Context: an optimization exercise on an open-source flow, tuned for small area, a short achievable clock period and few clock cycles. The choices shown serve that exercise and are no tape-out recipe.
At most, simulation tests tie the RTL to the original design; equivalence was not proved.
For runs 3 to 7, only the layout was checked, not whether the RTL still works.
Power figures rest on the tool's default switching activity, not on a simulated workload.

==> run.sh <==
#!/bin/bash
# synth_recipe.tcl (not shown) runs the flow's synth.tcl, then flattens the netlist and writes it again
# the make line also repeats each setting of config.mk as NAME=value (left out here)
make -C /OpenROAD-flow-scripts/flow DESIGN_CONFIG=/design/flow/config.mk WORK_HOME=/design/flow/orfs CLKGATE_MAP_FILE= SYNTH_SCRIPT=/design/flow/synth_recipe.tcl finish
==> config.mk <==
export PLATFORM = sky130hd
export DESIGN_NAME = lsu_top
export DESIGN_NICKNAME = lsu_top
export VERILOG_FILES = /design/flow/design.v
export SDC_FILE = /design/flow/constraint.sdc
export NUM_CORES = 4
export LEC_CHECK = 0
export CAP_MARGIN = 20
export CORE_AREA = 5 5 295 295
export DIE_AREA = 0 0 300 300
export SLEW_MARGIN = 20
==> constraint.sdc <==
create_clock -name core_clock -period 5.5 [get_ports {clk}]
set_input_delay 1.1000 -clock core_clock [delete_from_list [all_inputs] [get_ports {clk}]]
set_output_delay 1.1000 -clock core_clock [all_outputs]
set_load 0.01 [all_outputs]
==> design.v <==
package lsu_pkg;
  localparam int WORD_W = 64;
  localparam int WORDS_PER_BEAT = 8;
  localparam int BEAT_W = WORD_W * WORDS_PER_BEAT;
  localparam int NUM_BANKS = 4;
  typedef logic [WORD_W-1:0] word_t;
  typedef logic [BEAT_W-1:0] beat_t;
  typedef logic [$clog2(NUM_BANKS)-1:0] bank_sel_t;
  typedef enum logic [1:0] {
    MODE_IDLE  = 2'd0,
    MODE_STORE = 2'd1,
    MODE_LOAD  = 2'd2
  } lsu_mode_t;
endpackage
import lsu_pkg::*;
module lsu_top (
  input  logic                        clk,
  input  logic                        rst_n,
  input  logic                        start,
  input  logic [1:0]                  mode,
  input  logic [31:0]                 len,
  input  logic [31:0]                 block_factor,
  input  logic [31:0]                 addr_offset,
  output logic                        done,
  input  logic [BEAT_W-1:0]           in_data,
  input  logic                        in_valid,
  output logic                        in_ready,
  output logic [BEAT_W-1:0]           out_data,
  output logic                        out_valid,
  input  logic                        out_ready,
  output logic [NUM_BANKS*12-1:0]     bank_addr,
  output logic [NUM_BANKS*WORD_W-1:0] bank_d,
  output logic [NUM_BANKS-1:0]        bank_ce,
  output logic [NUM_BANKS-1:0]        bank_we,
  input  logic [NUM_BANKS*WORD_W-1:0] bank_q
);
  logic        st_run;
  logic        ld_run;
  logic        is_store;
  logic        done_q;
  logic [11:0] bf_q;       
  logic [11:0] rem;        
  logic [1:0]  bank;
  logic [11:0] addr;
  logic [11:0] row;        
  logic [2:0]  k;          
  logic [11:0] beats;      
  logic [11:0] sn_rem;
  logic [1:0]  sn_bank;
  logic [11:0] sn_addr;
  logic [11:0] sn_row;
  logic [3:0]  ce_q;
  logic [11:0] addr_q;
  logic [63:0] d_q;
  logic        rv1, rv2, rv3;
  logic        lw1, lw2, lw3;
  logic [3:0]  oh2, oh3;
  logic        hold;
  logic [BEAT_W-1:0] obuf;
  logic [2:0]  wk;
  logic        full;
  logic        o_last;
  logic        beats_nz;
  logic        last_word;
  logic        blk_end;
  logic        st_step;
  logic        squash;
  logic        ld_issue;
  logic        step;
  logic        accept;
  logic [63:0] rd_word;
  assign beats_nz  = |beats;
  assign last_word = (beats == 12'd1) && (k == 3'd7);
  assign blk_end   = (rem == 12'd1);
  assign st_step  = st_run && in_valid && beats_nz;
  assign squash   = rv3 && full && !out_ready;
  assign ld_issue = ld_run && beats_nz && !hold && !squash;
  assign step     = st_step || ld_issue;
  assign accept   = rv3 && (!full || out_ready);
  assign in_ready  = st_run && (k == 3'd7);
  assign done      = done_q;
  assign out_valid = full;
  assign out_data  = obuf;
  assign bank_ce   = ce_q;
  assign bank_we   = {NUM_BANKS{is_store}};
  assign bank_addr = {NUM_BANKS{addr_q}};
  assign bank_d    = {NUM_BANKS{d_q}};
  always_ff @(posedge clk) begin
    if (!rst_n) begin
      st_run <= 1'b0;
      ld_run <= 1'b0;
      done_q <= 1'b0;
    end else begin
      done_q <= (st_step && last_word) || (ld_run && full && out_ready && o_last);
      if (start) begin
        st_run <= (mode == 2'd1);
        ld_run <= (mode == 2'd2);
      end else begin
        if (st_step && last_word) st_run <= 1'b0;
        if (full && out_ready && o_last) ld_run <= 1'b0;
      end
    end
  end
  always_ff @(posedge clk) begin
    if (start) is_store <= (mode == 2'd1);
  end
  always_ff @(posedge clk) begin
    if (start) begin
      bf_q  <= block_factor[11:0];
      rem   <= block_factor[11:0];
      bank  <= 2'd0;
      addr  <= addr_offset[11:0];
      row   <= addr_offset[11:0];
      k     <= 3'd0;
      beats <= len[14:3];
    end else if (squash) begin
      rem   <= sn_rem;
      bank  <= sn_bank;
      addr  <= sn_addr;
      row   <= sn_row;
      k     <= 3'd0;
    end else if (step) begin
      k <= k + 3'd1;
      if (k == 3'd7) beats <= beats - 12'd1;
      if (blk_end) begin
        rem  <= bf_q;
        bank <= bank + 2'd1;
        if (bank == 2'd3) begin
          addr <= addr + 12'd1;
          row  <= addr + 12'd1;
        end else begin
          addr <= row;
        end
      end else begin
        rem  <= rem - 12'd1;
        addr <= addr + 12'd1;
      end
    end
  end
  always_ff @(posedge clk) begin
    if (ld_issue && k == 3'd0) begin
      sn_rem  <= rem;
      sn_bank <= bank;
      sn_addr <= addr;
      sn_row  <= row;
    end
  end
  always_ff @(posedge clk) begin
    if (!rst_n) begin
      ce_q <= 4'd0;
    end else begin
      ce_q <= step ? (4'd1 << bank) : 4'd0;
    end
  end
  always_ff @(posedge clk) begin
    addr_q <= addr;
    d_q    <= in_data[64*k +: 64];
  end
  always_ff @(posedge clk) begin
    if (!rst_n) begin
      rv1  <= 1'b0;
      rv2  <= 1'b0;
      rv3  <= 1'b0;
      hold <= 1'b0;
    end else begin
      rv1  <= ld_issue;
      rv2  <= rv1 && !squash;
      rv3  <= rv2 && !squash;
      hold <= squash || (hold && !(full && out_ready));
    end
  end
  always_ff @(posedge clk) begin
    lw1 <= last_word;
    lw2 <= lw1;
    lw3 <= lw2;
    oh2 <= ce_q;
    oh3 <= oh2;
  end
  always_comb begin
    rd_word = '0;
    for (int b = 0; b < NUM_BANKS; b++) begin
      rd_word = rd_word | (bank_q[64*b +: 64] & {64{oh3[b]}});
    end
  end
  always_ff @(posedge clk) begin
    if (!rst_n) begin
      full <= 1'b0;
    end else begin
      if (accept && wk == 3'd7) begin
        full <= 1'b1;
      end else if (full && out_ready) begin
        full <= 1'b0;
      end
    end
  end
  always_ff @(posedge clk) begin
    if (start) begin
      wk <= 3'd0;
    end else if (accept) begin
      wk <= wk + 3'd1;
    end
    if (accept && wk == 3'd7) o_last <= lw3;
  end
  always_ff @(posedge clk) begin
    for (int s = 0; s < WORDS_PER_BEAT; s++) begin
      if (accept && wk == 3'(s)) obuf[64*s +: 64] <= rd_word;
    end
  end
endmodule
==> metrics.md, run 1 <==
| Metric | Value |
|---|---|
| Status | stopped before the end |
| Halt Stage | I/O pin placement |
| Error | [ERROR PPL-0024] Number of IO pins (1698) exceeds maximum number of available positions (1082). Increase the die perimeter from 1200.00um to 2309.28um. |
| Sequential area share after synthesis | 68.7% |
| Initial core utilization | 35.7% |
| Post-synth EDFFs | 612 |
| Synth warnings | 1 |
| Syn_nets | 2685 |
| Main synth FF type | edfxtp_1 |
| Synthesized area | 29800 um2 |
| Mapped Avg Cell Area | 16.6 um2 |
| Synth Instances | 1799 |
| Distinct cell type count after synthesis | 62 |
| Die height | 300 um |
| Die Width | 300 um |
| Ys async rst share | 0% |
| Rows | 106 |
| Seq cells post-synth | 719 |
[kinds of logic after synthesis]
logic type,count (synthesis),share of synthesized area [%]
flops,719,68.7
buf+inv,340,7.40
compound gates,263,6.08
simple gates,243,4.21
mux,204,12.5
xor+xnor,15,0.440
fa+ha+maj,15,0.629
[Yosys cell counts, types with 3 or more instances]
| cell type | count | area, um2 |
|---|---|---|
| edfxtp_1 | 612 | 18400 |
| buf_4 | 233 | 1750 |
| a22oi_1 | 137 | 1030 |
| mux4_2 | 128 | 2880 |
| dfxtp_1 | 107 | 2140 |
| nand2_1 | 105 | 394 |
| mux2_2 | 68 | 766 |
| clkbuf_1 | 53 | 199 |
| o21ai_0 | 45 | 225 |
| nor3_1 | 32 | 160 |
| a21oi_1 | 26 | 130 |
| buf_1 | 20 | 75.1 |
| nor2_1 | 19 | 71.3 |
| inv_1 | 18 | 67.6 |
| ha_1 | 15 | 188 |
| nand3_1 | 12 | 60.1 |
| xnor2_1 | 12 | 105 |
| buf_2 | 11 | 55.1 |
| nor4_1 | 11 | 68.8 |
| and3_1 | 10 | 62.6 |
| nor3b_1 | 9 | 67.6 |
| mux2i_1 | 8 | 80.1 |
| o21a_1 | 8 | 60.1 |
| o31ai_1 | 8 | 60.1 |
| nand4_1 | 7 | 43.8 |
| o211ai_1 | 7 | 52.6 |
| nor2b_1 | 6 | 37.5 |
| o221ai_1 | 5 | 43.8 |
| or4_1 | 5 | 37.5 |
| a211oi_1 | 4 | 30.0 |
| or3_1 | 4 | 25.0 |
| a31oi_1 | 3 | 18.8 |
| clkbuf_8 | 3 | 41.3 |
| nand2b_1 | 3 | 18.8 |
| nor4b_1 | 3 | 26.3 |
| o31a_1 | 3 | 26.3 |
| xor2_1 | 3 | 26.3 |
Testbench counts, summed over its fixed seeds: cycles 26,420.
==> inputs of run 2 (changes only) <==
--- a/config.mk
+++ b/config.mk
@@ -7,5 +7,5 @@
 export LEC_CHECK = 0
 export CAP_MARGIN = 20
-export CORE_AREA = 5 5 295 295
-export DIE_AREA = 0 0 300 300
+export CORE_AREA = 5 5 615 615
+export DIE_AREA = 0 0 620 620
 export SLEW_MARGIN = 20
==> run 2 against run 1 <==
  * The run now finishes clean
  * Area after synthesis did not move
  * Synthesized cell count did not move
==> metrics.md, run 2 <==
| Metric | Value |
|---|---|
| MaxCap Viol Count | 0 |
| Total die area | 384000 um2 |
| Final period utilization | 72.5% |
| Worst Path Required | 4.40 ns |
| Ys async rst share | 0% |
| VDD IR-drop max | 0.263 mV |
| Ports | 1698 |
| Die height | 620 um |
| Via count | 23900 |
| Detailed placer's ending HPWL | 193 mm |
| Post-route cell area | 53900 um2 |
| DRC | 0 |
| Fin worst setup slack | 1.51 ns |
| Max-slew headroom | 14.1% |
| Synth area leader | edfxtp_1 |
| Synth Instances | 1799 |
| H-tree depth | 3 |
| Share of the synthesized area in the top cell type | 61.6% |
| Syn_nets | 2685 |
| Kind of critical path | reg -> out |
| First DRT Iteration DRCs | 1839 |
| Mapped Avg Cell Area | 16.6 um2 |
| Final setup skew | 0.0863 ns |
| Max Freq | 251 MHz |
| Post-CTS Resized | 0 |
| Final slew viol count | 0 |
| GPL Wtd Cong | 0.864 |
| Global-route wire length before repair | 276 mm |
| Routed len/inst | 27.4 um |
| Final hold violation count | 0 |
| Pre-CTS setup slack | 1.38 ns |
| CTS Buf Count | 94 |
| Post-CTS Hold Fix Bufs | 0 |
| Slew @ Worst Pin | 1.29 ns |
| Count leader, synth | edfxtp_1 |
| CP endpoint kind | primary output |
| DRT Pass-1 Iters | 7 |
| Most common cell after layout, fill and taps aside | clkdlybuf4s50_1 |
| Largest net degree at the start of global routing | 70 |
| Synthesized area | 29800 um2 |
| CTS tree | built |
| Clk Latency, worst-skew pair | 0.81 ns |
| Leak pwr | 16.8 nW |
| Post CTS Setup Buffer Count | 0 |
| RSZ-0062 raised after global routing | false |
| Initial antenna violation count | 189 |
| Share of layout cells above drive strength 1 | 12.2% |
| Clock-pin slew on the worst setup and hold paths | 0.06 ns |
| Area growth syn-to-layout | 80.7% |
| Startpoint Class | flip-flop |
| Vias in the first global route | 23900 |
| Post-DRT Antenna Nets | 0 |
| GRT Residual Overflow | 0 |
| Commonest cells after routing, fill and taps aside | 1636 x clkdlybuf4s50_1, 612 x edfxtp_1, 137 x a22oi_1 |
| Status | complete, no violations |
| Post-synth EDFFs | 612 |
| Core area | 371000 um2 |
| CP max-delay cell | dfxtp_4 |
| Final min period | 3.99 ns |
| Distinct cell type count after synthesis | 62 |
| Main synth FF type | edfxtp_1 |
| Pwr dens | 258 nW/um2 |
| Initial core utilization | 8.04% |
| Root Buffer | clkbuf_16 |
| Seq cells post-synth | 719 |
| Clock Path Buffers | 4 |
| Top post-synthesis cells by area | edfxtp_1 62%, mux4_2 9.7%, dfxtp_1 7.2% |
| Crit Path Max Fanout | 28 |
| Area after DPL | 50800 um2 |
| Top post-synthesis cells by count | 612 x edfxtp_1, 233 x buf_4, 137 x a22oi_1, 128 x mux4_2, 107 x dfxtp_1 |
| Largest reg by FF count | obuf |
| Hold Path Class | reg -> reg |
| Critical path arrival | 2.89 ns |
| Rows | 224 |
| # nets final | 4139 |
| Final setup vio count | 0 |
| TNS Setup | 0 ns |
| Die Width | 620 um |
| Max stage delay on crit path | 0.79 ns |
| Crit-path cells | ha_1, and2_1, clkdlybuf4s50_1 |
| Via/cell ratio | 2.86 |
| Clock Sinks | 719 |
| Max reg flops | 512 |
| Largest regs | obuf (512), d_q (64) |
| Routed WL | 229 mm |
| Sequential area share after synthesis | 68.7% |
| Port Buffer Count | 1637 |
| GRT Util Overall | 11.2% |
| Synth warnings | 1 |
## run 2: cell counts after synthesis
No cell type changed its count.
## run 2: worst max-delay path, delay by kind of cell (launching register included)
kind	cells	cell delay, ns
fa+ha+maj	1	0.51
buf+inv	1	0.58
simple gates	1	0.23
flops	1	0.79
## run 2: cell type report
cell class              count  area (um2)
diodes                     77         193
clock buffers             117        2470
clock inverters            50         447
fillers                 41200      317000
inverters                  18        70.1
multi-input cells         740        7190
flip-flops and latches    719       20500
well taps                4972        6220
repair buffers           1680       16800
## run 2: cells by family after synthesis
kind of cell               Yosys count  share of synthesized area, %
AOI/OAI and AO/OA                  263                          6.08
xor gates and xnor gates            15                         0.440
adders and majority gates           15                         0.629
buffers and inverters              340                          7.40
DFF                                719                          68.7
muxes                              204                          12.5
and+or+nand+nor                    243                          4.21
## run 2: path summary, 6_finish.rpt
| check | from | end | slack (ns) | cells after the start |
|---|---|---|---|---|
| worst max-delay path | k[2] | in_ready | 1.51 | 3 |
| worst min-delay path | oh2[1] | oh3[1] | 0.32 | 0 |
| worst max register to register | k[1] | d_q[23] | 2.28 | 4 |
| worst min register to register | oh2[1] | oh3[1] | 0.32 | 0 |
## run 2: power by group
group	internal, mW	switching (mW)	total, mW
clock	3.39	2.59	5.99
combinational	1.07	0.668	1.74
sequential	5.99	0.209	6.20
total	10.5	3.47	13.9
## run 2: metal layers
metal / share of wire (%) / track usage (%) / up-vias / routed length (um)
met5: 0.14 / 0 / - / 317
met2: 52 / 20.5 / 1598 / 119000
met3: 9.0 / 3.88 / 427 / 20600
li1: - / - / 9876 / -
met4: 3.9 / 3.82 / 50 / 8940
met1: 35 / 11.9 / 12000 / 80100
## run 2: metrics by stage
stage	hold WS (ns)	instances	power, mW	util, %
2_1_floorplan	0.310	1799	6.87	-
3_3_place_gp	0.313	8129	8.08	13.7
3_5_place_dp	0.313	8129	8.09	13.7
4_1_cts	0.320	8296	14.3	14.5
5_1_grt	0.328	8347	14.5	14.5
6_report	0.319	8373	13.9	14.5
==> inputs of run 3 (changes only) <==
--- a/design.v
+++ b/design.v
@@ -57,4 +57,6 @@
   logic [3:0]  oh2, oh3;
   logic        hold;
+  logic        sq_q;       
+  logic        rdy_q;
   logic [BEAT_W-1:0] obuf;
   logic [2:0]  wk;
@@ -75,8 +77,8 @@
   assign st_step  = st_run && in_valid && beats_nz;
   assign squash   = rv3 && full && !out_ready;
-  assign ld_issue = ld_run && beats_nz && !hold && !squash;
+  assign ld_issue = ld_run && beats_nz && !hold && !sq_q;
   assign step     = st_step || ld_issue;
   assign accept   = rv3 && (!full || out_ready);
-  assign in_ready  = st_run && (k == 3'd7);
+  assign in_ready  = rdy_q;
   assign done      = done_q;
   assign out_valid = full;
@@ -114,5 +116,5 @@
       k     <= 3'd0;
       beats <= len[14:3];
-    end else if (squash) begin
+    end else if (sq_q) begin
       rem   <= sn_rem;
       bank  <= sn_bank;
@@ -163,9 +165,18 @@
       rv3  <= 1'b0;
       hold <= 1'b0;
-    end else begin
-      rv1  <= ld_issue;
+      sq_q <= 1'b0;
+    end else begin
+      sq_q <= squash;
+      rv1  <= ld_issue && !squash;
       rv2  <= rv1 && !squash;
       rv3  <= rv2 && !squash;
       hold <= squash || (hold && !(full && out_ready));
+    end
+  end
+  always_ff @(posedge clk) begin
+    if (!rst_n || start) begin
+      rdy_q <= 1'b0;
+    end else if (st_step) begin
+      rdy_q <= (k == 3'd6);
     end
   end
==> flow/run.sh (new file) <==
#!/bin/bash
# Standard ORFS layout; the port buffers use the smallest buffer cell.
set -euo pipefail
export BUFFER_PORTS_ARGS="-buffer_cell sky130_fd_sc_hd__buf_1"
bash standard.sh > standard_flow.log 2>&1
==> standard.sh (new file) <==
#!/bin/bash
# synth_recipe.tcl (not shown) runs the flow's synth.tcl, then flattens the netlist and writes it again
# the make line also repeats each setting of config.mk as NAME=value (left out here)
make -C /OpenROAD-flow-scripts/flow DESIGN_CONFIG=/design/flow/config.mk WORK_HOME=/design/flow/orfs CLKGATE_MAP_FILE= SYNTH_SCRIPT=/design/flow/synth_recipe.tcl "${@:-finish}"
removed: run.sh
==> run 3 against run 2 <==
  * Global-route usage shrank 0.78 points
  * Critical path type is now reg -> reg
  * Non-clock buffer count is 2 lower
  * Total power is 4.7% lower
  * Worst setup slack gained 1.0 ns
  * Count of clock-buffer cells in the layout shrank 14
  * Still clean on timing, DRC and antenna
==> metrics.md, run 3 <==
| Metric | Value |
|---|---|
| Clk Latency, worst-skew pair | 0.79 ns |
| Post-CTS Resized | 0 |
| Share of the synthesized area in the top cell type | 61.5% |
| Distinct cell type count after synthesis | 66 |
| Area after DPL | 40600 um2 |
| Share of layout cells above drive strength 1 | 12.3% |
| MaxCap Viol Count | 0 |
| Area growth syn-to-layout | 46.6% |
| Mapped Avg Cell Area | 16.7 um2 |
| Clock Sinks | 721 |
| CP max-delay cell | or4_1 |
| Total die area | 384000 um2 |
| H-tree depth | 3 |
| DRC | 0 |
| Worst Path Required | 5.99 ns |
| Clock-pin slew on the worst setup and hold paths | 0.06 ns |
| WP buf/inv | 2 |
| Final slew viol count | 0 |
| Root Buffer | clkbuf_16 |
| Critical path arrival | 3.46 ns |
| Hold Path Class | reg -> reg |
| Final hold violation count | 0 |
| Largest regs | obuf (512), d_q (64) |
| CP top delay family | simple AND/OR/NAND/NOR gates |
| Syn_nets | 2677 |
| Largest net degree at the start of global routing | 82 |
| Ports | 1698 |
| Synthesized area | 29900 um2 |
| Post-DRT Antenna Nets | 0 |
| Seq cells post-synth | 721 |
| GRT Util Overall | 10.4% |
| GRT Residual Overflow | 0 |
| First DRT Iteration DRCs | 2128 |
| Multi-input logic area | 7140 um2 |
| Synth Instances | 1790 |
| Post CTS Setup Buffer Count | 0 |
| Top post-synthesis cells by area | edfxtp_1 62%, mux4_2 9.7%, dfxtp_1 7.3% |
| Clk pwr share | 44.7% |
| TNS Setup | 0 ns |
| # nets final | 4117 |
| Max stage delay on crit path | 0.71 ns |
| Routed len/inst | 25.7 um |
| Post-CTS Hold Fix Bufs | 0 |
| Via/cell ratio | 2.86 |
| Kind of critical path | reg -> reg |
| Routed WL | 216 mm |
| Die height | 620 um |
| Initial antenna violation count | 183 |
| Rows | 224 |
| CTS Buf Count | 88 |
| Global-route wire length before repair | 254 mm |
| Detailed placer's ending HPWL | 182 mm |
| Max-slew headroom | 21.6% |
| Max Freq | 336 MHz |
| Crit Path Max Fanout | 10 |
| Synth warnings | 1 |
| Via count | 24000 |
| Reg power frac | 46.7% |
| Post-synth EDFFs | 612 |
| Sequential area share after synthesis | 68.8% |
| Ys async rst share | 0% |
| Slew @ Worst Pin | 1.18 ns |
| Count leader, synth | edfxtp_1 |
| Final min period | 2.98 ns |
| Synth area leader | edfxtp_1 |
| Commonest cells after routing, fill and taps aside | 1636 x buf_1, 612 x edfxtp_1, 138 x a22oi_1 |
| Top post-synthesis cells by count | 612 x edfxtp_1, 233 x buf_4, 138 x a22oi_1, 128 x mux4_2, 109 x dfxtp_1 |
| GPL Wtd Cong | 0.922 |
| DRT Pass-1 Iters | 6 |
| Final setup skew | 0.0784 ns |
| Final setup vio count | 0 |
| Pwr dens | 303 nW/um2 |
| NetSw | 3.36 mW |
| Clock Path Buffers | 4 |
| Most common cell after layout, fill and taps aside | buf_1 |
| Main synth FF type | edfxtp_1 |
| Switch share | 25.3% |
| Vias in the first global route | 21800 |
| Die Width | 620 um |
| Reg area | 20600 um2 |
| Leak pwr | 12.2 nW |
| Initial core utilization | 8.04% |
| Combinational cell fraction of total power | 8.5% |
| Crit-path cells | inv_1, ha_1, or3b_2, or4_1, nand2_1, o21ai_0, buf_4 |
| Internal | 9.90 mW |
| Largest reg by FF count | obuf |
| CP endpoint kind | flip-flop |
| Core area | 371000 um2 |
| Startpoint Class | flip-flop |
| Post-route cell area | 43800 um2 |
| Status | complete, no violations |
| Max reg flops | 512 |
| VDD IR-drop max | 0.187 mV |
| CTS tree | built |
| Port Buffer Count | 1637 |
| Final period utilization | 54.2% |
| RSZ-0062 raised after global routing | false |
| Fill cell count | 42200 |
## run 3: changes by cell type after synthesis, sizes merged, moves of 6 or more
cell / before / now
o21ai: 46 / 39
nor3: 33 / 17
a221o: 0 / 7
o21a: 8 / 1
a22o: 0 / 10
nand2: 105 / 97
inv: 18 / 24
## run 3: power groups by stage
| stage | Combinational, mW | Clock, mW | Sequential, mW |
|---|---|---|---|
| 5_1_grt | 1.22 | 6.39 | 6.20 |
| 6_report | 1.13 | 5.93 | 6.20 |
| 4_1_cts | 1.17 | 6.18 | 6.19 |
| 3_3_place_gp | 1.15 | 0 | 6.31 |
| 3_5_place_dp | 1.16 | 0 | 6.31 |
| 2_1_floorplan | 0.656 | 0 | 6.22 |
## run 3: layer usage
layer,GRT usage [%],wire length (um),up-vias,share of wire (%)
met5,0.475,460,-,0.21
met4,5.59,13900,70,6.5
met3,4.29,23800,469,11
met2,18.0,106000,1743,49
met1,10.6,71600,11900,33
li1,-,-,9858,-
## run 3: layout make-up
cell class / count / area share, %
inverters: 25 / 0.220
well taps: 4972 / 14.2
clock buffers: 103 / 5.20
repair buffers: 1678 / 14.9
multi-input cells: 716 / 16.3
clock inverters: 56 / 1.39
diodes: 131 / 0.749
flip-flops and latches: 721 / 47.0
## run 3: worst paths after layout
kind / startpoint / to / slack, ns / depth (start not counted)
setup / recovery: beats[0] / row[0] / 2.52 / 7
hold / removal: oh2[1] / oh3[1] / 0.32 / 0
setup reg to reg: beats[0] / row[0] / 2.52 / 7
hold reg to reg: oh2[1] / oh3[1] / 0.32 / 0
## run 3: cells by family after synthesis
group,count (synthesis),share of synthesized area (%)
AO/OA/AOI/OAI,271,6.59
XOR/XNOR,18,0.528
multiplexers,202,12.4
buffers and inverters,353,7.47
adder cells (fa/ha/maj),16,0.670
flip-flops,721,68.8
AND/OR/NAND/NOR,209,3.49
## run 3: worst reg2reg max path: cells and delay by family, from the launching register on
family | cells | cell delay [ns]
flip-flops | 1 | 0.46
AND/OR/NAND/NOR | 3 | 1.51
AO/OA/AOI/OAI | 1 | 0.19
adder cells (fa/ha/maj) | 1 | 0.17
buffers and inverters | 2 | 0.35
## run 3: per-stage QoR
| step | util [%] | hold slack, ns | power, mW | instances | setup WS [ns] |
|---|---|---|---|---|---|
| after floorplan | - | 0.310 | 6.88 | 1790 | 0.726 |
| after global placement | 10.9 | 0.310 | 7.46 | 8112 | 1.95 |
| after detailed placement | 10.9 | 0.312 | 7.47 | 8112 | 1.89 |
| after CTS | 11.7 | 0.324 | 13.5 | 8271 | 2.46 |
| after global routing | 11.8 | 0.331 | 13.8 | 8376 | 2.36 |
| final | 11.8 | 0.324 | 13.3 | 8402 | 2.52 |
==> inputs of run 4 (changes only) <==
--- a/config.mk
+++ b/config.mk
@@ -9,3 +9,4 @@
 export CORE_AREA = 5 5 615 615
 export DIE_AREA = 0 0 620 620
+export SETUP_SLACK_MARGIN = 2.5
 export SLEW_MARGIN = 20
==> run 4 against run 3 <==
  * Combinational power about the same
  * First-iteration DRC count down 1.3%
  * Largest power group unchanged
  * Design area grew 0.46%
  * Routed wire length increased by 4.0%
  * Area after synthesis unchanged
  * Count of clock-buffer cells in the layout up 9
  * Critical endpoint is now beats[6]
  * Worst setup slack gained 0.046 ns
  * Flip-flop and latch count unchanged
==> metrics.md, run 4 <==
| Metric | Value |
|---|---|
| Hold Path Class | reg -> reg |
| DRT Pass-1 Iters | 6 |
| Final setup skew | 0.0840 ns |
| Commonest cells after routing, fill and taps aside | 1630 x buf_1, 612 x edfxtp_1, 138 x a22oi_1 |
| Total die area | 384000 um2 |
| Max reg flops | 512 |
| Ports | 1698 |
| Placed cells | 8121 |
| Largest net degree at the start of global routing | 84 |
| Share of the synthesized area in the top cell type | 61.5% |
| FF-to-FF setup slack | 2.57 ns |
| Worst reg2reg startpoint | beats[0] |
| Largest regs | obuf (512), d_q (64) |
| Mapped Avg Cell Area | 16.7 um2 |
| MaxCap Viol Count | 0 |
| Die Width | 620 um |
| TNS Setup | 0 ns |
| Largest reg by FF count | obuf |
| Port Buffer Count | 1637 |
| Clock-pin slew on the worst setup and hold paths | 0.06 ns |
| Initial core utilization | 8.04% |
| Detailed placer's ending HPWL | 188 mm |
| Hold Path Stages | 0 |
| Sequential area share after synthesis | 68.8% |
| Rows | 224 |
| Final min period | 2.93 ns |
| Worst Path Required | 5.93 ns |
| Reg-to-reg endpoint | beats[6] |
| Distinct cell type count after synthesis | 66 |
| Clock Path Buffers | 4 |
| Critical path arrival | 3.36 ns |
| Via/cell ratio | 2.87 |
| CTS tree | built |
| Synth warnings | 1 |
| Syn_nets | 2677 |
| Vias in the first global route | 21800 |
| Most common cell after layout, fill and taps aside | buf_1 |
| Worst-case reg-to-reg path depth | 5 |
| Count leader, synth | edfxtp_1 |
| Seq cells post-synth | 721 |
| GPL Wtd Cong | 0.944 |
| Max-slew headroom | 25.0% |
| VDD IR-drop max | 0.227 mV |
| Die height | 620 um |
| Synthesized area | 29900 um2 |
| Core area | 371000 um2 |
| Share of layout cells above drive strength 1 | 12.9% |
| Ys async rst share | 0% |
| Post-CTS Hold Fix Bufs | 0 |
| Global-route wire length before repair | 262 mm |
| Clock Sinks | 721 |
| Synth Instances | 1790 |
| Post-DRT Antenna Nets | 0 |
| Post CTS Setup Buffer Count | 0 |
| Top post-synthesis cells by count | 612 x edfxtp_1, 233 x buf_4, 138 x a22oi_1, 128 x mux4_2, 109 x dfxtp_1 |
| Routed len/inst | 26.8 um |
| Final hold violation count | 0 |
| Clk Latency, worst-skew pair | 0.83 ns |
| Pwr dens | 307 nW/um2 |
| Leak pwr | 12.3 nW |
| RSZ-0062 raised after global routing | false |
| Final non-filler cell total | 8380 |
| Top post-synthesis cells by area | edfxtp_1 62%, mux4_2 9.7%, dfxtp_1 7.3% |
| GRT Util Overall | 10.8% |
| Initial antenna violation count | 207 |
| Via count | 24100 |
| Area growth syn-to-layout | 47.3% |
| DRC | 0 |
| Status | complete, no violations |
| CTS Buf Count | 94 |
| Final setup vio count | 0 |
| Hold Path Sink | oh3[3] |
| Routed WL | 225 mm |
| CP endpoint kind | flip-flop |
| Max Freq | 341 MHz |
| Min-delay src | oh2[3] |
| Slew @ Worst Pin | 1.12 ns |
| H-tree depth | 3 |
| Final period utilization | 53.3% |
| Worst hold slack | 0.324 ns |
| Final slew viol count | 0 |
| Root Buffer | clkbuf_16 |
| Kind of critical path | reg -> reg |
| Post-synth EDFFs | 612 |
| Synth area leader | edfxtp_1 |
| # nets final | 4132 |
| Crit Path Max Fanout | 12 |
| Main synth FF type | edfxtp_1 |
| GRT Residual Overflow | 0 |
| Fill cell count | 42300 |
| First DRT Iteration DRCs | 2100 |
| Startpoint Class | flip-flop |
-- run 4: final cells by class --
type                    instances  area (um2)  share of cell area (%)
repair buffers               1687        6670                    15.2
clock buffers                 112        2470                    5.62
diodes                         93         233                   0.529
multi-input cells             716        7150                    16.3
well taps                    4972        6220                    14.1
inverters                      25        97.6                   0.222
clock inverters                54         554                    1.26
flip-flops and latches        721       20600                    46.8
-- run 4: cells by family (layout without fill, tap and decap cells) --
kind of cell               after synthesis  after routing  share of synthesized area [%]
other                                    0             93                              0
buffers and inverters                  353           1878                           7.47
AOI/OAI and AO/OA                      271            271                           6.59
and+or+nand+nor                        209            209                           3.49
muxes                                  202            202                           12.4
DFF                                    721            721                           68.8
xor gates and xnor gates                18             18                          0.528
adders and majority gates               16             16                          0.670
-- run 4: worst max-delay path, stage by stage (launching register included) --
cell and delay [ns]:
edfxtp_1 0.45, inv_1 0.09, ha_1 0.17, or3b_2 0.62, or4_4 0.69, a41o_1 0.53
-- run 4: worst max path at each step --
stage,endpoint,depth (start not counted),slack (ns),startpoint
floorplan,o_last,5,2.51,out_ready
global placement,obuf[509],6,1.60,out_ready
detailed placement,obuf[99],5,1.78,out_ready
CTS,out_data[11],1,2.53,obuf[11]
global route,beats[6],5,2.51,beats[0]
finish,beats[6],5,2.57,beats[0]
-- run 4: per-stage QoR --
stage | setup slack [ns] | area (um2) | total power [mW] | util (%)
floorplan | 2.51 | 29900 | 6.88 | -
global placement | 1.60 | 40700 | 7.45 | 11.0
detailed placement | 1.78 | 40700 | 7.46 | 11.0
CTS | 2.53 | 43800 | 13.8 | 11.8
global route | 2.51 | 43900 | 14.0 | 11.8
finish | 2.57 | 44000 | 13.5 | 11.8
-- run 4: power by group --
part / leakage [nW] / switching [mW] / internal, mW
Clock: 1.47 / 2.60 / 3.59
Sequential: 6.33 / 0.199 / 6.01
Combinational: 4.52 / 0.671 / 0.445
-- run 4: timing repair --
item / in CTS / in global routing
endpoints found under the setup margin: 100 / 29
hold endpoints to repair: 0 / 0
resized for setup: 11 / 2
pin swaps: 0 / 0
-- run 4: per-layer routing --
metal | wire (um) | GRT usage, % | vias to the layer above
met5 | 938 | 0.599 | -
met4 | 11200 | 4.66 | 102
met3 | 23600 | 4.27 | 509
met2 | 113000 | 19.3 | 1757
met1 | 75600 | 11.2 | 11900
li1 | - | - | 9853
==> inputs of run 5 (changes only) <==
--- a/design.v
+++ b/design.v
@@ -44,7 +44,12 @@
   logic [11:0] addr;
   logic [11:0] row;        
-  logic [2:0]  k;          
+  logic [7:0]  kh;         
   logic [11:0] beats;      
+  logic        act;        
+  logic        lastb;      
+  logic        blk_end;    
+  logic        bf_is1;
   logic [11:0] sn_rem;
+  logic        sn_blk_end;
   logic [1:0]  sn_bank;
   logic [11:0] sn_addr;
@@ -63,7 +68,5 @@
   logic        full;
   logic        o_last;
-  logic        beats_nz;
   logic        last_word;
-  logic        blk_end;
   logic        st_step;
   logic        squash;
@@ -72,10 +75,9 @@
   logic        accept;
   logic [63:0] rd_word;
-  assign beats_nz  = |beats;
-  assign last_word = (beats == 12'd1) && (k == 3'd7);
-  assign blk_end   = (rem == 12'd1);
-  assign st_step  = st_run && in_valid && beats_nz;
+  logic [63:0] st_word;
+  assign last_word = lastb && kh[7];
+  assign st_step  = st_run && in_valid && act;
   assign squash   = rv3 && full && !out_ready;
-  assign ld_issue = ld_run && beats_nz && !hold && !sq_q;
+  assign ld_issue = ld_run && act && !hold && !sq_q;
   assign step     = st_step || ld_issue;
   assign accept   = rv3 && (!full || out_ready);
@@ -111,20 +113,30 @@
       bf_q  <= block_factor[11:0];
       rem   <= block_factor[11:0];
+      bf_is1  <= (block_factor[11:0] == 12'd1);
+      blk_end <= (block_factor[11:0] == 12'd1);
+      act   <= 1'b1;
+      lastb <= (len[14:3] == 12'd1);
       bank  <= 2'd0;
       addr  <= addr_offset[11:0];
       row   <= addr_offset[11:0];
-      k     <= 3'd0;
+      kh    <= 8'd1;
       beats <= len[14:3];
     end else if (sq_q) begin
       rem   <= sn_rem;
+      blk_end <= sn_blk_end;
       bank  <= sn_bank;
       addr  <= sn_addr;
       row   <= sn_row;
-      k     <= 3'd0;
+      kh    <= 8'd1;
     end else if (step) begin
-      k <= k + 3'd1;
-      if (k == 3'd7) beats <= beats - 12'd1;
+      kh <= {kh[6:0], kh[7]};
+      if (kh[7]) begin
+        beats <= beats - 12'd1;
+        lastb <= (beats == 12'd2);
+        act   <= !lastb;
+      end
       if (blk_end) begin
         rem  <= bf_q;
+        blk_end <= bf_is1;
         bank <= bank + 2'd1;
         if (bank == 2'd3) begin
@@ -136,4 +148,5 @@
       end else begin
         rem  <= rem - 12'd1;
+        blk_end <= (rem == 12'd2);
         addr <= addr + 12'd1;
       end
@@ -141,6 +154,7 @@
   end
   always_ff @(posedge clk) begin
-    if (ld_issue && k == 3'd0) begin
+    if (ld_issue && kh[0]) begin
       sn_rem  <= rem;
+      sn_blk_end <= blk_end;
       sn_bank <= bank;
       sn_addr <= addr;
@@ -157,5 +171,13 @@
   always_ff @(posedge clk) begin
     addr_q <= addr;
-    d_q    <= in_data[64*k +: 64];
+  end
+  always_comb begin
+    st_word = '0;
+    for (int s = 0; s < WORDS_PER_BEAT; s++) begin
+      st_word = st_word | (in_data[64*s +: 64] & {64{kh[s]}});
+    end
+  end
+  always_ff @(posedge clk) begin
+    d_q <= st_word;
   end
   always_ff @(posedge clk) begin
@@ -178,5 +200,5 @@
       rdy_q <= 1'b0;
     end else if (st_step) begin
-      rdy_q <= (k == 3'd6);
+      rdy_q <= kh[6];
     end
   end
--- a/config.mk
+++ b/config.mk
@@ -9,4 +9,4 @@
 export CORE_AREA = 5 5 615 615
 export DIE_AREA = 0 0 620 620
-export SETUP_SLACK_MARGIN = 2.5
+export SETUP_SLACK_MARGIN = 3.3
 export SLEW_MARGIN = 20
==> run 5 against run 4 <==
  * Count of clock-buffer cells in the layout is 8 lower
  * Design area is 6.7% higher
  * Hold slack hardly changed
  * Total power is 1.6% higher
  * Register-to-register slack better by 0.46 ns
  * Clock power is 3.2% lower
  * Die area stayed put
  * Global-route usage is 1.7 points higher
  * Utilization is 0.79 points higher
  * Routed wire length is 16% higher
  * Largest cell class unchanged
==> metrics.md, run 5 <==
| Metric | Value |
|---|---|
| Die Width | 620 um |
| Leak pwr | 14.9 nW |
| MaxCap Viol Count | 0 |
| Initial antenna violation count | 261 |
| Worst Path Required | 4.40 ns |
| First DRT Iteration DRCs | 2677 |
| Kind of critical path | reg -> out |
| GRT Util Overall | 12.5% |
| CP top delay family | flip-flops |
| Post-DRT Antenna Nets | 0 |
| Post-synth EDFFs | 616 |
| Share of the synthesized area in the top cell type | 63.9% |
| Min-delay src | oh2[0] |
| Crit Path Max Fanout | 4 |
| Max reg flops | 512 |
| Worst Setup SP | d_q[53] |
| Final min period | 2.54 ns |
| Die height | 620 um |
| Final setup skew | 0.0755 ns |
| Global-route wire length before repair | 302 mm |
| Ys async rst share | 0% |
| CP max-delay cell | dfxtp_4 |
| Critical path arrival | 1.44 ns |
| FF-to-FF setup slack | 3.03 ns |
| Main synth FF type | edfxtp_1 |
| CTS Buf Count | 93 |
| Detailed placer's ending HPWL | 213 mm |
| Root Buffer | clkbuf_16 |
| Max-slew headroom | 24.4% |
| H-tree depth | 3 |
| WP buf/inv | 1 |
| Synthesized area | 28900 um2 |
| Max stage delay on crit path | 0.49 ns |
| # nets final | 4341 |
| Clock-pin slew on the worst setup and hold paths | 0.07 ns |
| Final slew viol count | 0 |
| VDD IR-drop max | 0.244 mV |
| Count leader, synth | edfxtp_1 |
| Main combinational cell family by area after synthesis | compound AO/OA/AOI/OAI gates |
| Adder-cell area share of the yosys netlist | 0.519% |
| Ports | 1698 |
| Pwr dens | 292 nW/um2 |
| Simple-gate share of the synthesized area | 5.56% |
| Syn_nets | 2864 |
| Final period utilization | 46.2% |
| Post-CTS Hold Fix Bufs | 0 |
| Share of layout cells above drive strength 1 | 33.3% |
| Synth area leader | edfxtp_1 |
| Worst-case reg-to-reg path depth | 3 |
| Distinct cell type count after synthesis | 63 |
| CP endpoint kind | primary output |
| Top post-synthesis cells by count | 616 x edfxtp_1, 389 x a22oi_1, 233 x buf_4, 129 x nand2_1, 115 x dfxtp_1 |
| Final setup vio count | 0 |
| Clock Path Buffers | 4 |
| Worst reg2reg startpoint | kh[6] |
| CTS tree | built |
| Reg-to-reg endpoint | d_q[59] |
| Hold Path Class | reg -> reg |
| Rows | 224 |
| Seq cells post-synth | 731 |
| RSZ-0062 raised after global routing | true |
| Synth warnings | 1 |
| Vias in the first global route | 24000 |
| Routed len/inst | 30.2 um |
| Slew @ Worst Pin | 1.13 ns |
| Mux share of post-synthesis cell area | 0.320% |
| Port Buffer Count | 1637 |
| Largest regs | obuf (512), d_q (64) |
| Crit-path cells | buf_6 |
| Via count | 26400 |
| GPL Wtd Cong | 0.969 |
| Core Util, Final | 12.6% |
| Top post-synthesis cells by area | edfxtp_1 64%, a22oi_1 10%, dfxtp_1 8.0% |
| DRC | 0 |
| Largest reg by FF count | obuf |
| Most common cell after layout, fill and taps aside | buf_1 |
| GRT Residual Overflow | 0 |
| Largest net degree at the start of global routing | 67 |
| Critical path depth in cells | 1 |
| Core area | 371000 um2 |
| Synth Area in Compound Gates | 13.2% |
| Fill cell count | 42000 |
| Mapped Avg Cell Area | 14.6 um2 |
| Total die area | 384000 um2 |
| Max Freq | 393 MHz |
| Routed WL | 260 mm |
| Initial core utilization | 7.79% |
| Sequential area share after synthesis | 71.9% |
| Final hold violation count | 0 |
| Via/cell ratio | 3.07 |
| Area growth syn-to-layout | 62.2% |
| Commonest cells after routing, fill and taps aside | 841 x buf_1, 616 x edfxtp_1, 379 x a22oi_1 |
| Synth Area in XOR/XNOR | 0.726% |
| Crit path capture | bank_d[117] |
| DRT Pass-1 Iters | 6 |
| TNS Setup | 0 ns |
| Synth Instances | 1981 |
| Status | complete, no violations |
| Startpoint Class | flip-flop |
| Clk Latency, worst-skew pair | 0.83 ns |
| Clock Sinks | 731 |
-- run 5: changes by cell type after synthesis, sizes merged, moves of 6 or more --
cell   change
nor2       +7
a31oi      +7
nand2     +32
a211o      -6
mux2      -64
a22oi    +251
and3       +6
mux4     -128
nand4     +60
a22o       -8
buf       +10
dfxtp      +6
-- run 5: what timing repair did --
item | in CTS | in global routing
setup endpoints to repair | 1419 | 1117
pin swaps | 7 | 6
setup buffers | 17 | 12
gates cloned | 2 | 2
gates resized for setup | 988 | 392
-- run 5: cell type report --
cell class	instances	area [um2]	area share, %
Timing Repair Buffer	1723	10200	21.7
Tap cell	4972	6220	13.3
Clock buffer	104	2400	5.11
Inverter	23	91.3	0.195
Multi-Input combinational cell	886	6140	13.1
Sequential cell	731	21100	45.1
Clock inverter	60	494	1.05
Antenna cell	98	245	0.523
-- run 5: kinds of logic after synthesis --
kind of cell             after synthesis
AND/OR/NAND/NOR                      313
flip-flops                           731
multiplexers                           9
AO/OA/AOI/OAI                        526
XOR/XNOR                              24
buffers and inverters                366
adder cells (fa/ha/maj)               12
-- run 5: metal layers --
metal | part of all wire [%] | track usage [%] | up-vias
met2 | 46 | 20.6 | 2146
met4 | 5.4 | 5.43 | 94
met5 | 0.24 | 0.737 | -
li1 | - | - | 10600
met3 | 11 | 4.95 | 614
met1 | 37 | 14.3 | 12900
-- run 5: stage by stage --
| step | setup slack [ns] | hold slack, ns | cell area [um2] | cells | power, mW |
|---|---|---|---|---|---|
| 2_1_floorplan | 3.03 | 0.310 | 29000 | 1981 | 6.87 |
| 3_3_place_gp | 2.05 | 0.310 | 39800 | 8300 | 7.46 |
| 3_5_place_dp | 2.01 | 0.312 | 39800 | 8302 | 7.47 |
| 4_1_cts | 2.85 | 0.324 | 45900 | 8485 | 13.9 |
| 5_1_grt | 2.88 | 0.324 | 46900 | 8574 | 14.2 |
| 6_report | 2.96 | 0.324 | 46900 | 8597 | 13.7 |
-- run 5: how the worst min path moves through the flow --
stage,depth (start not counted),end,slack (ns)
final,0,oh3[0],0.32
after global routing,0,oh3[0],0.32
after CTS,0,oh3[0],0.32
after detailed placement,0,oh3[3],0.31
after global placement,0,oh3[1],0.31
after floorplan,0,lw2,0.31
-- run 5: power by group --
| part | internal [mW] | leakage (nW) | switching, mW |
|---|---|---|---|
| clock network | 3.31 | 1.41 | 2.68 |
| registers | 6.09 | 6.26 | 0.255 |
| logic | 0.649 | 7.19 | 0.732 |
==> inputs of run 6 (changes only) <==
--- a/config.mk
+++ b/config.mk
@@ -9,4 +9,4 @@
 export CORE_AREA = 5 5 615 615
 export DIE_AREA = 0 0 620 620
-export SETUP_SLACK_MARGIN = 3.3
+export SETUP_SLACK_MARGIN = 3.0
 export SLEW_MARGIN = 20
==> run 6 against run 5 <==
  * Synthesized cell count unchanged
  * Flip-flop and latch count did not move
  * Final cell count fell by 0.23%
  * Non-clock buffer count fell by 17
  * Critical path depth is the same
  * Utilization down 0.53 points
  * Area after synthesis unchanged
  * Die area did not move
  * Clock skew shrank 0.015 ns
  * Global-route usage up 0.51 points
  * Total power fell by 2.7%
  * Sequential share of layout area rose by 1.8 points
  * Largest cell class unchanged
  * Highest routed layer unchanged
==> metrics.md, run 6 <==
| Metric | Value |
|---|---|
| Status | complete, no violations |
| FF-to-FF setup slack | 2.92 ns |
| Mapped Avg Cell Area | 14.6 um2 |
| Syn_nets | 2864 |
| Global-route wire length before repair | 312 mm |
| Main synth FF type | edfxtp_1 |
| GRT Util Overall | 13.0% |
| VDD IR-drop max | 0.204 mV |
| Max stage delay on crit path | 0.48 ns |
| Final setup vio count | 0 |
| Final setup skew | 0.0601 ns |
| Critical path depth in cells | 1 |
| Distinct cell type count after synthesis | 63 |
| Final min period | 2.58 ns |
| Final slew viol count | 0 |
| Max-slew headroom | 24.5% |
| Met1 Usage GRT | 14.6% |
| Synth Area in Compound Gates | 13.2% |
| Hold Path Stages | 0 |
| Fill cell count | 42300 |
| Port Buffer Count | 1637 |
| Clock Sinks | 731 |
| Vias in the first global route | 23800 |
| DRC | 0 |
| Share of the synthesized area in the top cell type | 63.9% |
| Routed WL | 268 mm |
| Worst Path Required | 4.40 ns |
| Clock Path Buffers | 4 |
| Post-CTS Hold Fix Bufs | 0 |
| CP endpoint kind | primary output |
| Grt peak-use layer | met2 |
| Main combinational cell family by area after synthesis | compound AO/OA/AOI/OAI gates |
| Commonest cells after routing, fill and taps aside | 1247 x buf_1, 616 x edfxtp_1, 385 x a22oi_1 |
| Worst-case reg-to-reg path depth | 4 |
| Area growth syn-to-layout | 55.4% |
| Critical path arrival | 1.48 ns |
| Via/cell ratio | 3.06 |
| Initial antenna violation count | 267 |
| Mux share of post-synthesis cell area | 0.320% |
| Via count | 26200 |
| RSZ-0062 raised after global routing | true |
| Share of layout cells above drive strength 1 | 20.7% |
| MaxCap Viol Count | 0 |
| GRT Residual Overflow | 0 |
| Die Width | 620 um |
| Ys async rst share | 0% |
| Final period utilization | 46.9% |
| Crit Path Max Fanout | 4 |
| H-tree depth | 3 |
| Global Route met3 Usage | 5.10% |
| Rows | 224 |
| CTS tree | built |
| Clock-pin slew on the worst setup and hold paths | 0.06 ns |
| Seq cells post-synth | 731 |
| Kind of critical path | reg -> out |
| GPL Wtd Cong | 0.973 |
| WP buf/inv | 1 |
| TNS Setup | 0 ns |
| Ports | 1698 |
| Root Buffer | clkbuf_16 |
| Synthesized area | 28900 um2 |
| Initial core utilization | 7.79% |
| Synth warnings | 1 |
| Sequential area share after synthesis | 71.9% |
| GR Util met2 | 21.2% |
| CP max-delay cell | dfxtp_4 |
| Post-synth EDFFs | 616 |
| Core area | 371000 um2 |
| CTS Buf Count | 89 |
| Crit-path cells | buf_6 |
| Slew @ Worst Pin | 1.13 ns |
| Die height | 620 um |
| Startpoint Class | flip-flop |
| Routed len/inst | 31.3 um |
| Synth Instances | 1981 |
| # nets final | 4323 |
| Synth area leader | edfxtp_1 |
| Max Freq | 388 MHz |
| Max reg flops | 512 |
| Final hold violation count | 0 |
| Multi-input logic area | 6140 um2 |
| Pre-CTS setup slack | 1.97 ns |
| CP top delay family | flip-flops |
| Pwr dens | 297 nW/um2 |
| Total die area | 384000 um2 |
| Simple-gate share of the synthesized area | 5.56% |
| Largest regs | obuf (512), d_q (64) |
| Adder-cell area share of the yosys netlist | 0.519% |
| Fin worst setup slack | 2.92 ns |
| Post-DRT Antenna Nets | 0 |
| Top post-synthesis cells by count | 616 x edfxtp_1, 389 x a22oi_1, 233 x buf_4, 129 x nand2_1, 115 x dfxtp_1 |
| Detailed placer's ending HPWL | 225 mm |
| Count leader, synth | edfxtp_1 |
| Leak pwr | 13.2 nW |
| Hold Path Class | reg -> reg |
| Clk Latency, worst-skew pair | 0.81 ns |
| First DRT Iteration DRCs | 2506 |
| Synth Area in XOR/XNOR | 0.726% |
| Largest reg by FF count | obuf |
| Most common cell after layout, fill and taps aside | buf_1 |
| Top post-synthesis cells by area | edfxtp_1 64%, a22oi_1 10%, dfxtp_1 8.0% |
| DRT Pass-1 Iters | 5 |
| Reg area | 21100 um2 |
| Largest net degree at the start of global routing | 64 |
-- run 6: cells by family after synthesis --
group | after synthesis
compound gates | 526
xor+xnor | 24
fa+ha+maj | 12
buf+inv | 366
flops | 731
mux | 9
simple gates | 313
-- run 6: metal layers --
metal / vias up / routed length, um
li1: 10600 / -
met1: 12600 / 96500
met2: 2152 / 124000
met3: 711 / 29400
met4: 120 / 18000
met5: - / 786
-- run 6: layout make-up --
class / count / area share (%)
repair buffers: 1706 / 18.8
well taps: 4972 / 13.8
multi-input cells: 889 / 13.6
clock inverters: 37 / 0.751
inverters: 23 / 0.209
clock buffers: 121 / 5.36
flip-flops and latches: 731 / 46.8
diodes: 98 / 0.545
-- run 6: per-stage QoR --
stage	instance area (um2)	hold WS (ns)	cells	power, mW	util (%)
after floorplan	29000	0.310	1981	6.87	-
after global placement	39900	0.309	8311	7.47	10.7
after detailed placement	39900	0.312	8311	7.48	10.7
after CTS	44500	0.324	8476	13.6	12.0
after global routing	44900	0.324	8553	13.9	12.1
final	45000	0.323	8577	13.4	12.1
-- run 6: repair_timing --
item / in CTS / in global routing
setup buffers: 3 / 2
pin swaps: 2 / 1
gates resized for setup: 656 / 94
setup endpoints to repair: 802 / 370
gates cloned: 4 / 1
-- run 6: final timing paths --
kind | from | end
setup / recovery | d_q[42] | bank_d[106]
hold / removal | oh2[1] | oh3[1]
setup reg to reg | wk[2] | obuf[217]
hold reg to reg | oh2[1] | oh3[1]
-- run 6: report_power, final --
part | switching, mW | internal (mW) | total (mW)
registers | 0.230 | 6.10 | 6.33
logic | 0.720 | 0.529 | 1.25
clock network | 2.51 | 3.26 | 5.78
total | 3.46 | 9.89 | 13.4
==> inputs of run 7 (changes only) <==
--- a/config.mk
+++ b/config.mk
@@ -8,5 +8,7 @@
 export CAP_MARGIN = 20
 export CORE_AREA = 5 5 615 615
+export CTS_CLUSTER_DIAMETER = 100
+export CTS_CLUSTER_SIZE = 30
 export DIE_AREA = 0 0 620 620
-export SETUP_SLACK_MARGIN = 3.0
+export SETUP_SLACK_MARGIN = 3.3
 export SLEW_MARGIN = 20
==> run 7 against run 6 <==
  * Still clean
  * Critical path depth is the same
  * Flip-flop and latch count is the same
  * Synthesized cell count is the same
==> metrics.md, run 7 <==
| Metric | Value |
|---|---|
| Status | complete, no violations |
| MaxCap Viol Count | 0 |
| Largest reg by FF count | obuf |
| Ports | 1698 |
| Post-CTS Hold Fix Bufs | 0 |
| Ys async rst share | 0% |
| Root Buffer | clkbuf_16 |
| Hold Path Stages | 0 |
| CP top delay family | flip-flops |
| First DRT Iteration DRCs | 2574 |
| GRT Residual Overflow | 0 |
| Detailed placer's ending HPWL | 213 mm |
| Fill cell count | 42100 |
| Clock-pin slew on the worst setup and hold paths | 0.12 ns |
| Pwr dens | 267 nW/um2 |
| Startpoint Class | flip-flop |
| Met1 Usage GRT | 14.0% |
| Rows | 224 |
| Critical path depth in cells | 1 |
| Most common cell after layout, fill and taps aside | buf_1 |
| Clock Sinks | 731 |
| Count leader, synth | edfxtp_1 |
| Global Route met3 Usage | 5.14% |
| Max reg flops | 512 |
| Crit Path Max Fanout | 4 |
| Synth area leader | edfxtp_1 |
| Seq cells post-synth | 731 |
| Hold Path Class | reg -> reg |
| CP endpoint kind | primary output |
| Initial core utilization | 7.79% |
| Critical path arrival | 1.40 ns |
| WP buf/inv | 1 |
| DRC | 0 |
| # nets final | 4305 |
| Clk Latency, worst-skew pair | 0.78 ns |
| Final non-filler cell total | 8544 |
| Leak pwr | 14.4 nW |
| RSZ-0062 raised after global routing | true |
| Share of the synthesized area in the top cell type | 63.9% |
| GRT Util Overall | 12.4% |
| Share of layout cells above drive strength 1 | 32.7% |
| Die Width | 620 um |
| Sequential area share after synthesis | 71.9% |
| Top post-synthesis cells by area | edfxtp_1 64%, a22oi_1 10%, dfxtp_1 8.0% |
| Synth warnings | 1 |
| Max stage delay on crit path | 0.49 ns |
| GPL Wtd Cong | 0.969 |
| Largest net degree at the start of global routing | 67 |
| Worst Path Required | 4.40 ns |
| Final slew viol count | 0 |
| Commonest cells after routing, fill and taps aside | 840 x buf_1, 616 x edfxtp_1, 377 x a22oi_1 |
| Grt peak-use layer | met2 |
| Die height | 620 um |
| VDD IR-drop max | 0.292 mV |
| Final period utilization | 45.4% |
| Global-route wire length before repair | 298 mm |
| Via/cell ratio | 3.04 |
| Vias in the first global route | 23600 |
| Largest regs | obuf (512), d_q (64) |
| CTS Buf Count | 51 |
| TNS Setup | 0 ns |
| Core area | 371000 um2 |
| Crit-path cells | buf_6 |
| Mapped Avg Cell Area | 14.6 um2 |
| Post-synth EDFFs | 616 |
| Routed len/inst | 30.2 um |
| Distinct cell type count after synthesis | 63 |
| Max Freq | 401 MHz |
| GR Util met2 | 20.2% |
| H-tree depth | 2 |
| Port Buffer Count | 1637 |
| Syn_nets | 2864 |
| Total die area | 384000 um2 |
| Post-DRT Antenna Nets | 0 |
| Final min period | 2.50 ns |
| Final hold violation count | 0 |
| Routed WL | 258 mm |
| Synthesized area | 28900 um2 |
| DRT Pass-1 Iters | 6 |
| Worst-case reg-to-reg path depth | 3 |
| Area growth syn-to-layout | 59.4% |
| Initial antenna violation count | 259 |
| Placed cells | 8302 |
| Kind of critical path | reg -> out |
| Final setup vio count | 0 |
| Main synth FF type | edfxtp_1 |
| Via count | 26000 |
| CTS tree | built |
| Final setup skew | 0.0555 ns |
| Top post-synthesis cells by count | 616 x edfxtp_1, 389 x a22oi_1, 233 x buf_4, 129 x nand2_1, 115 x dfxtp_1 |
| Slew @ Worst Pin | 1.14 ns |
| CP max-delay cell | dfxtp_4 |
| Max-slew headroom | 24.3% |
| Synth Instances | 1981 |
| Clock Path Buffers | 3 |
-- run 7: cell counts after synthesis --
No cell type changed its count.
-- run 7: cells by family after synthesis --
logic type | Yosys count | share of synthesized area [%]
xor+xnor | 24 | 0.726
compound gates | 526 | 13.2
simple gates | 313 | 5.56
buf+inv | 366 | 7.80
mux | 9 | 0.320
flops | 731 | 71.9
fa+ha+maj | 12 | 0.519
-- run 7: repair_timing --
item,CTS,global route
endpoints found under the hold margin,0,0
pin swaps,7,8
gates resized for setup,988,398
cloned,1,2
buffers inserted,12,24
endpoints found under the setup margin,1376,1064
-- run 7: worst reg2reg max path, stage by stage (launching register included) --
cell     delay [ns]
dfxtp_4        0.43
buf_12         0.23
a22oi_1        0.71
nand4_1        0.69
-- run 7: worst paths after layout --
path	start	endpoint	slack, ns
setup reg to reg	kh[6]	d_q[59]	3.05
hold / removal	oh2[0]	oh3[0]	0.33
hold reg to reg	oh2[0]	oh3[0]	0.33
setup / recovery	d_q[30]	bank_d[222]	3.00
-- run 7: metal layers --
layer	part of all wire (%)	routed length, um	vias to the layer above
li1	-	-	10500
met1	37	94300	12700
met2	46	119000	2067
met3	11	29500	551
met4	5.4	14000	86
met5	0.24	608	-
-- run 7: stage by stage --
step	hold WS [ns]	setup slack, ns	total power [mW]	instance area (um2)	util (%)
floorplan	0.310	3.03	6.87	29000	-
global placement	0.310	2.05	7.46	39800	10.7
detailed placement	0.312	2.01	7.47	39800	10.7
CTS	0.329	2.85	12.5	45000	12.1
global route	0.329	2.88	12.8	46100	12.4
finish	0.329	3.00	12.3	46100	12.4
-- run 7: area by class of cell --
cell class / count / area (um2) / share of cell area (%)
flip-flops and latches: 731 / 21100 / 45.8
repair buffers: 1728 / 10200 / 22.1
well taps: 4972 / 6220 / 13.5
multi-input cells: 887 / 6170 / 13.4
clock buffers: 53 / 1310 / 2.83
clock inverters: 36 / 722 / 1.56
diodes: 114 / 285 / 0.618
inverters: 23 / 91.3 / 0.198
-- run 7: power breakdown --
| group | internal [mW] | leakage [nW] | switching (mW) |
|---|---|---|---|
| registers | 6.08 | 6.26 | 0.248 |
| clock network | 2.03 | 0.941 | 2.57 |
| logic | 0.654 | 7.22 | 0.744 |
==> inputs of run 8 (changes only) <==
--- a/design.v
+++ b/design.v
@@ -39,9 +39,9 @@
   logic        is_store;
   logic        done_q;
-  logic [11:0] bf_q;       
+  logic [11:0] nb_q;       
   logic [11:0] rem;        
+  logic [11:0] addr_inc;
   logic [1:0]  bank;
   logic [11:0] addr;
-  logic [11:0] row;        
   logic [7:0]  kh;         
   logic [11:0] beats;      
@@ -54,5 +54,4 @@
   logic [1:0]  sn_bank;
   logic [11:0] sn_addr;
-  logic [11:0] sn_row;
   logic [3:0]  ce_q;
   logic [11:0] addr_q;
@@ -109,8 +108,9 @@
     if (start) is_store <= (mode == 2'd1);
   end
+  assign addr_inc = (blk_end && bank != 2'd3) ? nb_q : 12'd1;
   always_ff @(posedge clk) begin
     if (start) begin
-      bf_q  <= block_factor[11:0];
-      rem   <= block_factor[11:0];
+      nb_q  <= 12'd1 - block_factor[11:0];
+      rem   <= 12'd1 - block_factor[11:0];
       bf_is1  <= (block_factor[11:0] == 12'd1);
       blk_end <= (block_factor[11:0] == 12'd1);
@@ -119,5 +119,4 @@
       bank  <= 2'd0;
       addr  <= addr_offset[11:0];
-      row   <= addr_offset[11:0];
       kh    <= 8'd1;
       beats <= len[14:3];
@@ -127,5 +126,4 @@
       bank  <= sn_bank;
       addr  <= sn_addr;
-      row   <= sn_row;
       kh    <= 8'd1;
     end else if (step) begin
@@ -136,18 +134,12 @@
         act   <= !lastb;
       end
+      addr <= addr + addr_inc;
       if (blk_end) begin
-        rem  <= bf_q;
+        rem  <= nb_q;
         blk_end <= bf_is1;
         bank <= bank + 2'd1;
-        if (bank == 2'd3) begin
-          addr <= addr + 12'd1;
-          row  <= addr + 12'd1;
-        end else begin
-          addr <= row;
-        end
       end else begin
-        rem  <= rem - 12'd1;
-        blk_end <= (rem == 12'd2);
-        addr <= addr + 12'd1;
+        rem  <= rem + 12'd1;
+        blk_end <= (rem == 12'hfff);
       end
     end
@@ -159,5 +151,4 @@
       sn_bank <= bank;
       sn_addr <= addr;
-      sn_row  <= row;
     end
   end
@@ -236,6 +227,7 @@
   end
   always_ff @(posedge clk) begin
-    for (int s = 0; s < WORDS_PER_BEAT; s++) begin
-      if (accept && wk == 3'(s)) obuf[64*s +: 64] <= rd_word;
+    if (accept && wk == 3'd0) obuf[63:0] <= rd_word;
+    for (int s = 1; s < WORDS_PER_BEAT; s++) begin
+      if (rv3 && wk == 3'(s)) obuf[64*s +: 64] <= rd_word;
     end
   end
--- a/config.mk
+++ b/config.mk
@@ -8,7 +8,6 @@
 export CAP_MARGIN = 20
 export CORE_AREA = 5 5 615 615
-export CTS_CLUSTER_DIAMETER = 100
-export CTS_CLUSTER_SIZE = 30
+export CTS_BUF_LIST = sky130_fd_sc_hd__clkbuf_8
 export DIE_AREA = 0 0 620 620
-export SETUP_SLACK_MARGIN = 3.3
+export SETUP_SLACK_MARGIN = 3.0
 export SLEW_MARGIN = 20
==> run 8 against run 7 <==
  * Non-clock buffer count fell by 7
  * Still clean
  * Sequential power is 3% lower
  * Sequential share of layout area decreased by 1.2 points
  * Maximum frequency decreased by 5.9%
  * Die area unchanged
  * Clock power is 16% higher
  * Area after synthesis shrank 2.5%
  * Utilization down 0.10 points
  * Routed wire length down 9.2%
  * Count of clock-buffer cells in the layout grew 91
  * Total power up 5.4%
  * Clock skew grew 0.058 ns
==> metrics.md, run 8 <==
| Metric | Value |
|---|---|
| Final non-filler cell total | 8616 |
| Vias in the first global route | 23900 |
| Final min period | 2.65 ns |
| GRT Util Overall | 11.2% |
| Top post-synthesis cells by count | 592 x edfxtp_1, 393 x a22oi_1, 235 x buf_4, 145 x nand2_1, 115 x dfxtp_1 |
| Slew @ Worst Pin | 1.13 ns |
| Largest net degree at the start of global routing | 62 |
| Sequential area share after synthesis | 71.2% |
| Leak pwr | 15.3 nW |
| Final setup skew | 0.114 ns |
| Post-DRT Antenna Nets | 0 |
| # nets final | 4381 |
| Seq cells post-synth | 707 |
| Root Buffer | clkbuf_8 |
| Clk pwr share | 41.2% |
| Worst Path Required | 4.40 ns |
| Final period utilization | 48.2% |
| Pre-CTS setup slack | 1.85 ns |
| Placed cells | 8303 |
| Global-route wire length before repair | 274 mm |
| NetSw | 3.52 mW |
| Synthesized area | 28200 um2 |
| Fin worst setup slack | 2.85 ns |
| Clock Sinks | 707 |
| CTS Buf Count | 135 |
| Mapped Avg Cell Area | 14.3 um2 |
| Critical path arrival | 1.55 ns |
| Clock-pin slew on the worst setup and hold paths | 0.06 ns |
| CP top delay family | flip-flops |
| RSZ-0062 raised after global routing | true |
| Internal | 9.48 mW |
| Max stage delay on crit path | 0.47 ns |
| Top post-synthesis cells by area | edfxtp_1 63%, a22oi_1 10%, dfxtp_1 8.2% |
| Final slew viol count | 0 |
| Crit-path cells | buf_6 |
| Share of the synthesized area in the top cell type | 63.0% |
| Largest regs | obuf (512), d_q (64) |
| Reg power frac | 47.4% |
| Ys async rst share | 0% |
| First DRT Iteration DRCs | 2513 |
| Via count | 25700 |
| Final setup vio count | 0 |
| Initial antenna violation count | 173 |
| Combinational cell fraction of total power | 11.4% |
| DRT Pass-1 Iters | 6 |
| Most common cell after layout, fill and taps aside | buf_1 |
| Detailed placer's ending HPWL | 192 mm |
| GRT Residual Overflow | 0 |
| Initial core utilization | 7.60% |
| MaxCap Viol Count | 0 |
| Synth area leader | edfxtp_1 |
| WP buf/inv | 1 |
| H-tree depth | 4 |
| Clk Latency, worst-skew pair | 0.89 ns |
| Fill cell count | 42100 |
| DRC | 0 |
| Post-CTS Hold Fix Bufs | 0 |
| Main synth FF type | edfxtp_1 |
| Routed len/inst | 27.1 um |
| Die Width | 620 um |
| GPL Wtd Cong | 0.968 |
| VDD IR-drop max | 0.194 mV |
| Hold Path Class | reg -> reg |
| Area growth syn-to-layout | 62.2% |
| CP max-delay cell | dfxtp_4 |
| Routed WL | 234 mm |
| Worst hold slack | 0.282 ns |
| Final hold violation count | 0 |
| Largest reg by FF count | obuf |
| Core Util, Final | 12.3% |
| Max reg flops | 512 |
| Share of layout cells above drive strength 1 | 34.6% |
| Kind of critical path | reg -> out |
| Synth warnings | 1 |
| Die height | 620 um |
| Status | complete, no violations |
| TNS Setup | 0 ns |
| CTS tree | built |
| Post-synth EDFFs | 592 |
| Pwr dens | 284 nW/um2 |
| Count leader, synth | edfxtp_1 |
| Rows | 224 |
| Ports | 1698 |
| Synth Instances | 1966 |
| Total die area | 384000 um2 |
| Max Freq | 377 MHz |
| Distinct cell type count after synthesis | 51 |
| Crit Path Max Fanout | 4 |
| Port Buffer Count | 1637 |
| Commonest cells after routing, fill and taps aside | 837 x buf_1, 592 x edfxtp_1, 382 x a22oi_1 |
| Max-slew headroom | 24.6% |
| CP endpoint kind | primary output |
| Clock Path Buffers | 4 |
| Switch share | 27.1% |
| Core area | 371000 um2 |
| Via/cell ratio | 2.98 |
| Startpoint Class | flip-flop |
| Syn_nets | 2860 |
==> run 8: cell types whose count changed after synthesis, moves of 6 or more <==
cell,change
a221o_1,-6
a31oi_1,-10
and2_1,+17
and3_1,-9
edfxtp_1,-24
ha_1,+10
nand2_1,+16
nor2_1,+9
nor3b_1,+6
xnor2_1,+7
==> run 8: cells by family (layout without fill, tap and decap cells) <==
| group | count (synthesis) | after routing | synth area share (%) |
|---|---|---|---|
| AOI/OAI and AO/OA | 499 | 499 | 12.6 |
| xor gates and xnor gates | 35 | 35 | 1.09 |
| adders and majority gates | 23 | 23 | 1.05 |
| buffers and inverters | 358 | 1973 | 7.92 |
| DFF | 707 | 707 | 71.2 |
| muxes | 9 | 9 | 0.333 |
| other | 0 | 62 | 0 |
| and+or+nand+nor | 335 | 336 | 5.80 |
==> run 8: power by group through the flow <==
| stage | Combinational (mW) | Sequential (mW) | Clock, mW |
|---|---|---|---|
| final | 1.48 | 6.16 | 5.35 |
| after global routing | 1.57 | 6.16 | 5.86 |
| after CTS | 1.46 | 6.15 | 5.66 |
| after detailed placement | 1.12 | 6.21 | 0 |
| after global placement | 1.11 | 6.21 | 0 |
| after floorplan | 0.628 | 6.11 | 0 |
==> run 8: layout make-up <==
cell class                      instances  area, um2  share of cell area [%]
Sequential cell                       707      20400                    44.7
Timing Repair Buffer                 1721       9960                    21.8
Multi-Input combinational cell        902       6250                    13.7
Tap cell                             4972       6220                    13.6
Clock buffer                          144       1980                    4.33
Clock inverter                         88        658                    1.44
Antenna cell                           62        155                   0.339
Inverter                               20       78.8                   0.172
==> run 8: repair_timing <==
item                        CTS  global route
pin swaps                     5            13
gates resized for setup    1017           383
cloned                        0             1
setup endpoints to repair  1222           965
buffers inserted              8            10
==> run 8: per-layer routing <==
metal / global-route usage [%] / up-vias / wire [um]
met5: 0 / - / 435
met4: 5.10 / 66 / 12700
met3: 3.87 / 608 / 23000
met2: 20.0 / 2123 / 117000
met1: 11.8 / 12300 / 80600
li1: - / 10500 / -
==> run 8: path summary, 6_finish.rpt <==
kind,start,endpoint,slack [ns],cells past startpoint
worst max register to register,bank[0],addr[11],2.99,11
worst min register to register,oh2[2],oh3[2],0.28,0
worst min-delay path,oh2[2],oh3[2],0.28,0
worst max-delay path,d_q[54],bank_d[118],2.85,1
==> run 8: metrics by stage <==
step	power, mW	cell area, um2
after detailed placement	7.32	39100
after global placement	7.32	39100
after floorplan	6.74	28200
after global routing	13.6	45700
after CTS	13.3	44900
final	13.0	45700
Testbench counts of run 8, summed over its fixed seeds: cycles 26,420.

separate check: timing with driven ports:
How much do the figures lean on ideal ports? The routed layouts below were timed once more, with nothing changed but the port constraints.
Step 1 sets driving cells, clkbuf_16 on the clock port and buf_2 on the other inputs (assumed; they add their load-dependent delay and slew).
Step 2, shift: input delay + t, output delay - t, t = (earliest + latest rising clock arrival at the registers) / 2. This alone moves slack from input paths to output paths.
a / b / c = ideal / step 1 / step 2; a / b = the first two.
run	t (ns)	slack for setup (ns)
run 2	0.843	1.513 / 1.434 / 1.174
run 3	0.833	2.520 / 2.520 / 1.875
run 4	0.865	2.566 / 2.454 / 1.589
run 5	0.865	2.958 / 2.879 / 2.436
run 6	0.857	2.922 / 2.844 / 2.255
run 7	0.816	3.005 / 2.926 / 2.453
run 8	0.906	2.848 / 2.777 / 2.073
After both steps setup and hold are still met in every run listed.
